This is an optimization exercise on Yosys and OpenROAD, whose aim is small area, a short achievable clock period and few clock cycles per item, not a production implementation.
Function was checked by simulation only, so behaviour that the tests miss may differ from the original.

alpha:
## square_root_unit
module square_root_unit
#(
    parameter int FRAC_BITS = 16
) (
    input  logic                                  aclk,
    input  logic                                  aresetn,
    input  logic                                  s_valid,
    output logic                                  s_ready,
    input  logic signed [sru_pkg::RADICAND_W-1:0] s_radicand,
    output logic                                  m_valid,
    input  logic                                  m_ready,
    output logic        [sru_pkg::ROOT_W-1:0]     m_root,
    output logic                                  m_invalid
);
==> flow/config.mk <==
export PLATFORM = sky130hd
export DESIGN_NAME = square_root_unit
export DESIGN_NICKNAME = square_root_unit
export VERILOG_FILES = /design/flow/design.v
export SDC_FILE = /design/flow/constraint.sdc
export NUM_CORES = 4
export LEC_CHECK = 0
export ABC_AREA = 1
export CAP_MARGIN = 20
export CORE_MARGIN = 2
export CORE_UTILIZATION = 50
export CTS_BUF_LIST = sky130_fd_sc_hd__clkbuf_16
export CTS_CLUSTER_DIAMETER = 80
export CTS_CLUSTER_SIZE = 32
export SETUP_SLACK_MARGIN = 1.2
export SLEW_MARGIN = 20
==> flow/constraint.sdc <==
create_clock -name core_clock -period 4.5 [get_ports {aclk}]
set_input_delay 0.9000 -clock core_clock [delete_from_list [all_inputs] [get_ports {aclk}]]
set_output_delay 0.9000 -clock core_clock [all_outputs]
set_load 0.01 [all_outputs]
standard.sh (not shown) runs the stock make flow with config.mk's settings and CLKGATE_MAP_FILE= SYNTH_SCRIPT=/design/flow/synth_recipe.tcl, a recipe that flattens the netlist after the stock synthesis.
==> flow/flow/run.sh <==
#!/bin/bash
set -euo pipefail
bash standard.sh ADDER_MAP_FILE= finish > flow_make.log 2>&1
Testbench counts of alpha, summed over its fixed seeds: cycles 32,088, items 32,000.
Inputs modified between alpha and beta:
# alpha
export LEC_CHECK = 0
export ABC_AREA = 1
export CAP_MARGIN = 20
export CORE_MARGIN = 2
export CORE_UTILIZATION = 50
export CTS_BUF_LIST = sky130_fd_sc_hd__clkbuf_16
export CTS_CLUSTER_DIAMETER = 80
export CTS_CLUSTER_SIZE = 32
export SETUP_SLACK_MARGIN = 1.2
export SLEW_MARGIN = 20
create_clock -name core_clock -period 4.5 [get_ports {aclk}]
# beta
export LEC_CHECK = 0
export ABC_AREA = 1
export CAP_MARGIN = 20
export CORE_MARGIN = 2
export CORE_UTILIZATION = 50
export CTS_BUF_LIST = sky130_fd_sc_hd__clkbuf_16
export CTS_CLUSTER_DIAMETER = 60
export CTS_CLUSTER_SIZE = 30
export SLEW_MARGIN = 20
create_clock -name core_clock -period 4.5 [get_ports {aclk}]
==> flow/run.sh (new file) <==
#!/bin/bash
# synth_recipe.tcl (not shown) runs the flow's synth.tcl, then flattens the netlist and writes it again
# the make line also repeats each setting of config.mk as NAME=value (left out here)
make -C /OpenROAD-flow-scripts/flow DESIGN_CONFIG=/design/flow/config.mk WORK_HOME=/design/flow/orfs CLKGATE_MAP_FILE= SYNTH_SCRIPT=/design/flow/synth_recipe.tcl finish
removed: flow/flow/run.sh
removed: flow/standard.sh
Results
Sort beta and alpha by area added between synthesis and finish, ascending, and beta comes first.

* * *

## run 1
Starting RTL as in the previous note.
Design square_root_unit, start of the top module:
module square_root_unit
#(
    parameter int FRAC_BITS = 16
) (
    input  logic                                  aclk,
    input  logic                                  aresetn,
    input  logic                                  s_valid,
    output logic                                  s_ready,
    input  logic signed [sru_pkg::RADICAND_W-1:0] s_radicand,
    output logic                                  m_valid,
    input  logic                                  m_ready,
    output logic        [sru_pkg::ROOT_W-1:0]     m_root,
    output logic                                  m_invalid
);
clock: 4.5 ns
lec_check: 0
abc_area: 1
cap_margin: 20
core_margin: 2
core_utilization: 65
cts_buf_list: sky130_fd_sc_hd__clkbuf_16
cts_cluster_diameter: 80
cts_cluster_size: 32
place_density: 0.75
slew_margin: 20
run.sh (not shown) runs the stock make flow with config.mk's settings and CLKGATE_MAP_FILE= SYNTH_SCRIPT=/design/flow/synth_recipe.tcl, a recipe that flattens the netlist after the stock synthesis.
Stock flow here: none of the scripts above is used.
Testbench counts of run 1, summed over its fixed seeds: cycles 32,088, items 32,000.
The following lists how run 2 was set up differently from run 1:
==> flow/flow/run.sh (new file) <==
#!/bin/bash
set -euo pipefail
bash standard.sh ADDER_MAP_FILE= finish > flow_make.log 2>&1
==> flow/standard.sh (new file) <==
#!/bin/bash
# synth_recipe.tcl (not shown) runs the flow's synth.tcl, then flattens the netlist and writes it again
# the make line also repeats each setting of config.mk as NAME=value (left out here)
make -C /OpenROAD-flow-scripts/flow DESIGN_CONFIG=/design/flow/config.mk WORK_HOME=/design/flow/orfs CLKGATE_MAP_FILE= SYNTH_SCRIPT=/design/flow/synth_recipe.tcl "${@:-finish}"
diff --git a/flow/config.mk b/flow/config.mk
--- a/flow/config.mk
+++ b/flow/config.mk
@@ -10,3 +10,3 @@
 export CORE_MARGIN = 2
-export CORE_UTILIZATION = 65
+export CORE_UTILIZATION = 50
 export CTS_BUF_LIST = sky130_fd_sc_hd__clkbuf_16
@@ -14,3 +14,3 @@
 export CTS_CLUSTER_SIZE = 32
-export PLACE_DENSITY = 0.75
+export SETUP_SLACK_MARGIN = 0.9
 export SLEW_MARGIN = 20
removed: flow/run.sh
Results
Compared with run 1, in run 2 core outline area moved up; HPWL after detailed placement moved up.
Cmp run 2 vs run 1: worst setup margin higher in run 2
Cmp run 2 vs run 1: non-clock buffer count higher in run 2
The following lists how run 3 was set up differently from run 2:
diff --git a/flow/config.mk b/flow/config.mk
--- a/flow/config.mk
+++ b/flow/config.mk
@@ -14,3 +14,3 @@
 export CTS_CLUSTER_SIZE = 32
-export SETUP_SLACK_MARGIN = 0.9
+export SETUP_SLACK_MARGIN = 1.0
 export SLEW_MARGIN = 20
Results
Of run 2 and run 3, the higher count of instances resized after the clock tree is built belongs to run 3. Via count of the first global-routing pass delta for run 3 relative to run 2: 195 higher. Utilization: run 3 > run 2.
#### Input delta (run 4 over run 3)
==> flow/run.sh (new file) <==
#!/bin/bash
# synth_recipe.tcl (not shown) runs the flow's synth.tcl, then flattens the netlist and writes it again
# the make line also repeats each setting of config.mk as NAME=value (left out here)
make -C /OpenROAD-flow-scripts/flow DESIGN_CONFIG=/design/flow/config.mk WORK_HOME=/design/flow/orfs CLKGATE_MAP_FILE= SYNTH_SCRIPT=/design/flow/synth_recipe.tcl finish
diff --git a/flow/config.mk b/flow/config.mk
--- a/flow/config.mk
+++ b/flow/config.mk
@@ -10,7 +10,7 @@
 export CORE_MARGIN = 2
-export CORE_UTILIZATION = 50
+export CORE_UTILIZATION = 65
 export CTS_BUF_LIST = sky130_fd_sc_hd__clkbuf_16
-export CTS_CLUSTER_DIAMETER = 80
-export CTS_CLUSTER_SIZE = 32
-export SETUP_SLACK_MARGIN = 1.0
+export CTS_CLUSTER_DIAMETER = 60
+export CTS_CLUSTER_SIZE = 30
+export PLACE_DENSITY = 0.75
 export SLEW_MARGIN = 20
removed: flow/flow/run.sh
removed: flow/standard.sh
Notes after the runs:
Run 4 against run 3: multi-input gate area in the final layout down 15%; number of buffers added for setup after CTS went down 32; amount of wire on met2 after detailed routing shows a reduction of 22%.
Changes observed in run 4 relative to run 3: cell count after synthesis saw a decrease, area growth from synthesis to final layout dropped 5.9 points.
Run 4 vs. run 3: final worst-path cycle share went up by 20 points; clock skew has remained practically unchanged; count of clock-buffer cells in the layout rose 8; die area fell 31%.

## static timing again, ports no longer ideal
The flow's constraints put no driver on any port. The routed layouts listed below were extracted and timed again, unchanged, in two steps. Step 1 (the two cells are an assumption about what drives the block):
set clk [get_ports {aclk}]
set_driving_cell -lib_cell sky130_fd_sc_hd__clkbuf_16 $clk
set_driving_cell -lib_cell sky130_fd_sc_hd__buf_2 [delete_from_list [all_inputs] $clk]
Step 2 times the ports against the registers' clock, not the clock port: input delays grow and output delays shrink by t, the midpoint of the rising clock arrivals with the driver on. Three values: ideal ports, drivers, drivers and shift; two values: the first two.
run | t (ns) | slack for setup (ns) | worst setup path after step 2 | latest minus earliest clock arrival (ns)
alpha | 0.681 | 1.169 / 1.169 / 1.169 | register to register | 0.037 / 0.037
beta | 0.637 | 0.240 / 0.240 / 0.240 | register to register | 0.038 / 0.037
run 1 | 0.639 | 0.238 / 0.238 / 0.238 | register to register | 0.036 / 0.036
run 2 | 0.681 | 1.034 / 1.011 / 1.011 | input to output | 0.036 / 0.037
run 3 | 0.680 | 1.105 / 1.105 / 1.105 | register to register | 0.039 / 0.040
run 4 | 0.618 | 0.216 / 0.216 / 0.216 | register to register | 0.036 / 0.036
After both steps every run listed still meets setup and hold. The setup slack of run 2, which loses most, moves by -0.023 ns with the drivers and by -0.023 ns with both steps.
